What follows belongs to an exercise in optimizing a design on an open flow for small area, a short achievable clock period and few clock cycles; a production flow would make more cautious choices.
Function was checked by simulation only, so behaviour that the tests miss may differ from the original.
Power is estimated from default activity; no workload was simulated.

## config.mk

```make
export PLATFORM = sky130hd
export DESIGN_NAME = subarray_sum_search
export DESIGN_NICKNAME = subarray_sum_search
export VERILOG_FILES = /design/flow/design.v
export SDC_FILE = /design/flow/constraint.sdc
export NUM_CORES = 4
export LEC_CHECK = 0
export CAP_MARGIN = 20
export CORE_MARGIN = 2
export CORE_UTILIZATION = 40
export PLACE_DENSITY = 0.6
export SLEW_MARGIN = 20
```

## constraint.sdc

```tcl
create_clock -name core_clock -period 5.5 [get_ports {clk}]
set_input_delay 1.1000 -clock core_clock [delete_from_list [all_inputs] [get_ports {clk}]]
set_output_delay 1.1000 -clock core_clock [all_outputs]
set_load 0.01 [all_outputs]
```

## design.v

```verilog
package ssum_pkg;
    localparam int DATA_W      = 32;
    localparam int MAX_LEN_DEF = 64;
    typedef struct packed {
        logic signed [DATA_W-1:0] value;
        logic                     is_last;
    } in_t;
    typedef struct packed {
        logic found;
        logic too_long;
    } out_t;
    typedef struct packed {
        logic load;    
        logic scan;    
        logic clear;   
    } cmd_t;
    typedef struct packed {
        logic last_issue;   
    } sts_t;
endpackage
module ssum_ctrl (
    input  logic              clk,
    input  logic              rst_n,
    input  logic              start,
    input  logic              is_last,
    input  ssum_pkg::sts_t    sts,
    output logic              busy,
    output logic              done,
    output ssum_pkg::cmd_t    cmd
);
    typedef enum logic [3:0] {
        ST_LOAD   = 4'b0001,
        ST_SCAN   = 4'b0010,
        ST_DRAIN  = 4'b0100,
        ST_REPORT = 4'b1000
    } state_t;
    state_t state_reg;
    state_t state_next;
    always_comb
    begin
        state_next = state_reg;
        unique case (state_reg)
            ST_LOAD:
            begin
                if (start && is_last)
                begin
                    state_next = ST_SCAN;
                end
            end
            ST_SCAN:
            begin
                if (sts.last_issue)
                begin
                    state_next = ST_DRAIN;
                end
            end
            ST_DRAIN:
            begin
                state_next = ST_REPORT;
            end
            ST_REPORT:
            begin
                state_next = ST_LOAD;
            end
            default:
            begin
                state_next = ST_LOAD;
            end
        endcase
    end
    always_ff @(posedge clk or negedge rst_n)
    begin
        if (!rst_n)
        begin
            state_reg <= ST_LOAD;
        end
        else
        begin
            state_reg <= state_next;
        end
    end
    assign busy      = (state_reg != ST_LOAD);
    assign done      = (state_reg == ST_REPORT);
    assign cmd.load  = start && (state_reg == ST_LOAD);
    assign cmd.scan  = (state_reg == ST_SCAN);
    assign cmd.clear = (state_reg == ST_REPORT);
endmodule
module ssum_dp #(
    parameter int MAX_LEN = ssum_pkg::MAX_LEN_DEF
) (
    input  logic                                clk,
    input  logic                                rst_n,
    input  ssum_pkg::in_t                       item,
    input  logic                                cfg_we,
    input  logic signed [ssum_pkg::DATA_W-1:0]  cfg_data,
    input  ssum_pkg::cmd_t                      cmd,
    output ssum_pkg::sts_t                      sts,
    output ssum_pkg::out_t                      result
);
    localparam int DW     = ssum_pkg::DATA_W;
    localparam int ADDR_W = (MAX_LEN > 1) ? $clog2(MAX_LEN) : 1;
    localparam int CNT_W  = $clog2(MAX_LEN + 1);
    localparam int ACC_W  = DW + ADDR_W + 1;
    logic [DW-1:0]      store_reg [MAX_LEN];
    logic [DW-1:0]      rdata_reg;
    logic [CNT_W-1:0]   count_reg;
    logic [CNT_W-1:0]   count_next;
    logic               ovf_reg;
    logic               ovf_next;
    logic [ADDR_W-1:0]  start_reg;
    logic [ADDR_W-1:0]  start_next;
    logic [ADDR_W-1:0]  idx_reg;
    logic [ADDR_W-1:0]  idx_next;
    logic               rd_vld_reg;
    logic               rd_vld_next;
    logic               rd_first_reg;
    logic               rd_first_next;
    logic signed [ACC_W-1:0] acc_reg;
    logic signed [ACC_W-1:0] acc_next;
    logic               found_reg;
    logic               found_next;
    logic signed [DW-1:0] target_reg;
    logic               room;
    logic [CNT_W-1:0]   count_m1;
    logic [ADDR_W-1:0]  last_idx;
    logic signed [ACC_W-1:0] elem_ext;
    logic signed [ACC_W-1:0] goal_ext;
    logic signed [ACC_W-1:0] acc_base;
    assign room     = (count_reg < CNT_W'(MAX_LEN));
    assign count_m1 = count_reg - CNT_W'(1);
    assign last_idx = count_m1[ADDR_W-1:0];
    assign elem_ext = {{(ACC_W-DW){rdata_reg[DW-1]}}, rdata_reg};
    assign goal_ext = {{(ACC_W-DW){target_reg[DW-1]}}, target_reg};
    assign acc_base = rd_first_reg ? '0 : acc_reg;
    assign sts.last_issue = cmd.scan && (start_reg == last_idx) && (idx_reg == last_idx);
    assign result.found    = found_reg;
    assign result.too_long = ovf_reg;
    always_ff @(posedge clk)
    begin
        if (cmd.load && room)
        begin
            store_reg[count_reg[ADDR_W-1:0]] <= item.value;
        end
        if (cmd.scan)
        begin
            rdata_reg <= store_reg[idx_reg];
        end
    end
    always_comb
    begin
        count_next    = count_reg;
        ovf_next      = ovf_reg;
        start_next    = start_reg;
        idx_next      = idx_reg;
        rd_vld_next   = cmd.scan;
        rd_first_next = rd_first_reg;
        acc_next      = acc_reg;
        found_next    = found_reg;
        if (cmd.load)
        begin
            if (room)
            begin
                count_next = count_reg + CNT_W'(1);
            end
            else
            begin
                ovf_next = 1'b1;
            end
            if (item.is_last)
            begin
                start_next = '0;
                idx_next   = '0;
                found_next = 1'b0;
            end
        end
        if (cmd.scan)
        begin
            rd_first_next = (idx_reg == start_reg);
            if (idx_reg == last_idx)
            begin
                start_next = start_reg + ADDR_W'(1);
                idx_next   = start_reg + ADDR_W'(1);
            end
            else
            begin
                idx_next = idx_reg + ADDR_W'(1);
            end
        end
        if (rd_vld_reg)
        begin
            acc_next = acc_base + elem_ext;
            if (acc_next == goal_ext)
            begin
                found_next = 1'b1;
            end
        end
        if (cmd.clear)
        begin
            count_next = '0;
            ovf_next   = 1'b0;
        end
    end
    always_ff @(posedge clk or negedge rst_n)
    begin
        if (!rst_n)
        begin
            count_reg    <= '0;
            ovf_reg      <= 1'b0;
            start_reg    <= '0;
            idx_reg      <= '0;
            rd_vld_reg   <= 1'b0;
            rd_first_reg <= 1'b0;
            acc_reg      <= '0;
            found_reg    <= 1'b0;
            target_reg   <= '0;
        end
        else
        begin
            count_reg    <= count_next;
            ovf_reg      <= ovf_next;
            start_reg    <= start_next;
            idx_reg      <= idx_next;
            rd_vld_reg   <= rd_vld_next;
            rd_first_reg <= rd_first_next;
            acc_reg      <= acc_next;
            found_reg    <= found_next;
            if (cfg_we)
            begin
                target_reg <= cfg_data;
            end
        end
    end
endmodule
module subarray_sum_search #(
    parameter int MAX_LEN = ssum_pkg::MAX_LEN_DEF
) (
    input  logic                                clk,
    input  logic                                rst_n,
    input  logic                                start,
    output logic                                busy,
    input  logic signed [ssum_pkg::DATA_W-1:0]  item_value,
    input  logic                                item_last,
    input  logic                                cfg_we,
    input  logic signed [ssum_pkg::DATA_W-1:0]  cfg_data,
    output logic                                done,
    output logic                                result_found,
    output logic                                result_too_long
);
    ssum_pkg::in_t  item;
    ssum_pkg::out_t result;
    assign item.value      = item_value;
    assign item.is_last    = item_last;
    assign result_found    = result.found;
    assign result_too_long = result.too_long;
    ssum_pkg::cmd_t cmd;
    ssum_pkg::sts_t sts;
    ssum_ctrl u_ctrl (
        .clk     (clk),
        .rst_n   (rst_n),
        .start   (start),
        .is_last (item.is_last),
        .sts     (sts),
        .busy    (busy),
        .done    (done),
        .cmd     (cmd)
    );
    ssum_dp #(
        .MAX_LEN (MAX_LEN)
    ) u_dp (
        .clk      (clk),
        .rst_n    (rst_n),
        .item     (item),
        .cfg_we   (cfg_we),
        .cfg_data (cfg_data),
        .cmd      (cmd),
        .sts      (sts),
        .result   (result)
    );
endmodule
```

## run.sh

```bash
#!/bin/bash
# synth_recipe.tcl (not shown) runs the flow's synth.tcl, then flattens the netlist and writes it again
# the make line also repeats each setting of config.mk as NAME=value (left out here)
make -C /OpenROAD-flow-scripts/flow DESIGN_CONFIG=/design/flow/config.mk WORK_HOME=/design/flow/orfs CLKGATE_MAP_FILE= SYNTH_SCRIPT=/design/flow/synth_recipe.tcl finish
```

==> flow_metrics.tcl <==
set metrics [dict create \
    status "complete, no violations" \
    postCtsHoldBufs 0 \
    cpMaxStageDelayCell "dfrtp_1" \
    critical_path_class "reg -> reg" \
    path_cells "buf_4 -> nand2b_1 -> inv_1 -> ha_1 -> a21o_1 -> nand3_1 -> a2111oi_2 -> or3_4 -> a21oi_2 -> xor3_1 -> nand4_1 -> or4_1 -> nor4_1 -> nand4b_1 -> o31ai_1" \
    cts.sinks 2178 \
    gp_routability_congestion 0.862 \
    setup_tns_ns 0 \
    fin_area_um2 97800 \
    crit_path_start "u_dp.rd_first_reg" \
    synthesis.area_per_instance_um2 22.6 \
    min-delay-path-class "in -> async" \
    power-per-cell-area_nw_per_um2 406 \
    drt_iter0_drc 4813 \
    clock_tree.buffer_depth 3 \
    gr-usage-all-layers_pct 19.4 \
    final_core_utilization_pct 46.0 \
    number_of_antenna_violations_at_the_first_check_in_global_routing 17 \
    detailroute.wirelength.met2_mm 103 \
    cts_made_buffers 210 \
    clock_tree.root_cell "clkbuf_16" \
    area_growth_syn_to_layout_pct 14.0 \
    hpwl_mm 119 \
    worst_setup_hold_path_clk_slew_ns 0.06 \
    detailroute.via_count 40300 \
    max_freq_mhz 223 \
    timing.critical_path.required_ns 6.24 \
    hold_slack_ns 0.165 \
    irDropWorstVdd_mv 0.291 \
    nNetsFinal 4133 \
    rows 169 \
    clk_latency_ns 0.85 \
    overflow 0 \
    post_cts.repair.setup_buffers 0 \
    pin_count 73 \
    io_buffers 72 \
    grt_start_max_net_pins 77 \
    maxUsedRoutingLayer "met4" \
    final_max_slew_viol_count 0 \
    grt_first_pass_wirelength_mm 303 \
    largest_register_ffs 2048 \
    post_layout_worst_setup_margin_ns 1.01 \
    fp.coreArea_um2 213000 \
    critical_path.max_stage_delay_ns 0.72 \
    viasPerCell 5.74 \
    async_reset_ff_share_pct 4.50 \
    initial_core_util_pct 40.3 \
    die-height_um 467 \
    placement.cell_area_um2 91200 \
    dominantRegCellSynth "edfxtp_1" \
    post-route-period-util_pct 81.7 \
    timing.critical_path.to_type "register" \
    fin_crit_ns 4.49 \
    dieWidth_um 467 \
    leakagePower_nw 29.7 \
    ys_types 63 \
    layout-drive-gt1-share_pct 30.1 \
    routedWlPerCell_um 30.1 \
    slew_limit_headroom_pct 26.9 \
    mappedNetlistNets 3915 \
    met1Wirelength_mm 90.3 \
    cp-start-kind "register" \
    critPathMaxFanout 25 \
    cts_tree "done" \
    report.final.hold_viol_count 0 \
    post_synth_instance_area_um2 85800 \
    drc 0 \
    synth-seq-area-share_pct 75.7 \
    synth_warnings 2 \
    synthesized_netlist_cell_count 3803 \
    fill_cells 17600 \
    pre_cts_slack_ns 0.970 \
    postRouteAntennaNets 0 \
    slew_worst_pin_ns 1.09 \
    synth_enable_flop_cells 2080 \
    total_wirelength_mm 212 \
    die_area_um2 218000 \
    drv_cap 0 \
    htreeDepth 4 \
    setup_repair_after_global_routing_missed_its_margin "no" \
    setup_violations 0 \
    synth.ff_latch_count 2178 \
    skew_ns 0.0628 \
    wl_met3_mm 14.6 \
    worst-endpoint-arrival_ns 5.23 \
    1st_pass_router_iterations 5 \
    ff_to_ff_start "u_dp.rd_first_reg" \
    cts-resized-gates 0 \
    commonest_cells_after_routing_fill_and_taps_aside "edfxtp_1, mux4_2, clkbuf_16" \
    commonest_non_fill_non_tap_cell_in_the_layout "edfxtp_1" \
    vias_in_the_first_global_route 40800 \
]
report_power, final:
| group | switching [mW] | total, mW | internal, mW |
|---|---|---|---|
| combinational | 3.85 | 6.97 | 3.12 |
| clock | 6.20 | 13.8 | 7.59 |
| sequential | 0.288 | 19.0 | 18.7 |
| total | 10.3 | 39.7 | 29.4 |
Yosys cell counts, types with 3 or more instances:
master / number / area (um2)
nand3b_1: 3 / 22.5
inv_1: 21 / 78.8
a211oi_1: 5 / 37.5
nor4b_1: 4 / 35.0
xnor2_1: 44 / 385
or3_1: 3 / 18.8
nor3b_1: 4 / 30.0
o31ai_1: 6 / 45.0
a21oi_2: 3 / 26.3
nor3_1: 14 / 70.1
mux2_2: 75 / 845
o21bai_1: 3 / 22.5
nor2b_1: 40 / 250
xnor3_1: 5 / 113
o21ai_1: 9 / 45.0
and3_1: 5 / 31.3
o21ai_0: 51 / 255
edfxtp_1: 2080 / 62500
nand2b_1: 8 / 50.1
buf_2: 8 / 40.0
nand2_1: 79 / 297
a21oi_1: 49 / 245
ha_1: 42 / 526
buf_1: 60 / 225
nor2_1: 120 / 450
nor4_1: 5 / 31.3
nand3_1: 28 / 140
nand4_1: 14 / 87.6
dfrtp_1: 97 / 2430
o211ai_1: 5 / 37.5
a41oi_1: 3 / 26.3
mux4_2: 657 / 14800
a21o_1: 10 / 75.1
mux2i_1: 23 / 230
a31oi_1: 8 / 50.1
clkbuf_1: 129 / 484
xor2_1: 48 / 420
per-stage QoR:
step	power [mW]	instances
5_1_grt	41.2	7012
4_1_cts	40.1	7010
2_1_floorplan	24.0	3803
3_5_place_dp	26.4	6630
6_report	39.7	7018
3_3_place_gp	26.3	6628
cell type report:
type                       count  area, um2  share of cell area (%)
clock buffer                 266       5490                    5.61
tap                         2821       3530                    3.61
sequential                  2178      64900                    66.4
multi-input combinational   1407      20500                    21.0
inverter                      21       78.8                  0.0806
timing repair buffer         203       2170                    2.22
clock inverter               114       1040                    1.06
antenna                        8       20.0                  0.0205
critical path: cells and delay by family, from the launching register on:
family	cells	cell delay, ns
buf+inv	2	0.46
flops	1	0.72
compound gates	4	0.91
simple gates	7	1.77
xor+xnor	1	0.24
fa+ha+maj	1	0.27
layer usage:
layer,GRT usage [%],vias up
li1,-,16500
met1,27.8,22000
met2,31.2,1499
met3,3.51,265
met4,4.17,0
met5,0,-
kinds of logic (layout without fill, tap and decap cells):
| logic type | Yosys count | after routing | synth area share, % |
|---|---|---|---|
| compound gates | 171 | 171 | 1.22 |
| xor+xnor | 99 | 99 | 1.13 |
| fa+ha+maj | 43 | 43 | 0.636 |
| buf+inv | 218 | 604 | 0.966 |
| flops | 2178 | 2178 | 75.7 |
| mux | 755 | 755 | 18.5 |
| other cells | 0 | 8 | 0 |
| simple gates | 339 | 339 | 1.89 |
final timing paths:
| kind | slack (ns) | to | cells after the start |
|---|---|---|---|
| setup reg to reg | 1.01 | u_dp.found_reg | 15 |
| min in group core_clock | 0.50 | u_dp.acc_reg[36] | 1 |
| hold reg to reg | 0.50 | u_dp.acc_reg[36] | 1 |
| max in group asynchronous | 4.34 | u_dp.rd_vld_reg | 2 |
| setup / recovery | 1.01 | u_dp.found_reg | 15 |
| hold / removal | 0.17 | u_dp.acc_reg[28] | 1 |
Testbench counts, summed over its fixed seeds: cycles 490,236.

==> afterwards: timing with drivers on the ports <==
The results above use ideal ports. As a check the final layout listed here was re-extracted and re-timed, cells and wires unchanged.
Step 1, drivers: a clkbuf_16 drives clk and a buf_2 each remaining input, both assumed.
Step 2 also shifts input and output timing later by t, the mid clock arrival at the registers, as if the neighbouring blocks saw the same clock.
Three values: ideal ports, drivers, drivers and shift; two values: the first two.
t, ns: 0.911
setup WS [ns]: 1.008 / 1.008 / 0.964
clock arrival spread, ns: 0.065 / 0.065
worst register clock-pin slew, ns: 0.07 / 0.07
cell pins on the clock port's net: 1
After both steps setup and hold are still met in this run. For this run, drivers alone change the setup slack by 0.000 ns; drivers and shift together by -0.044 ns.
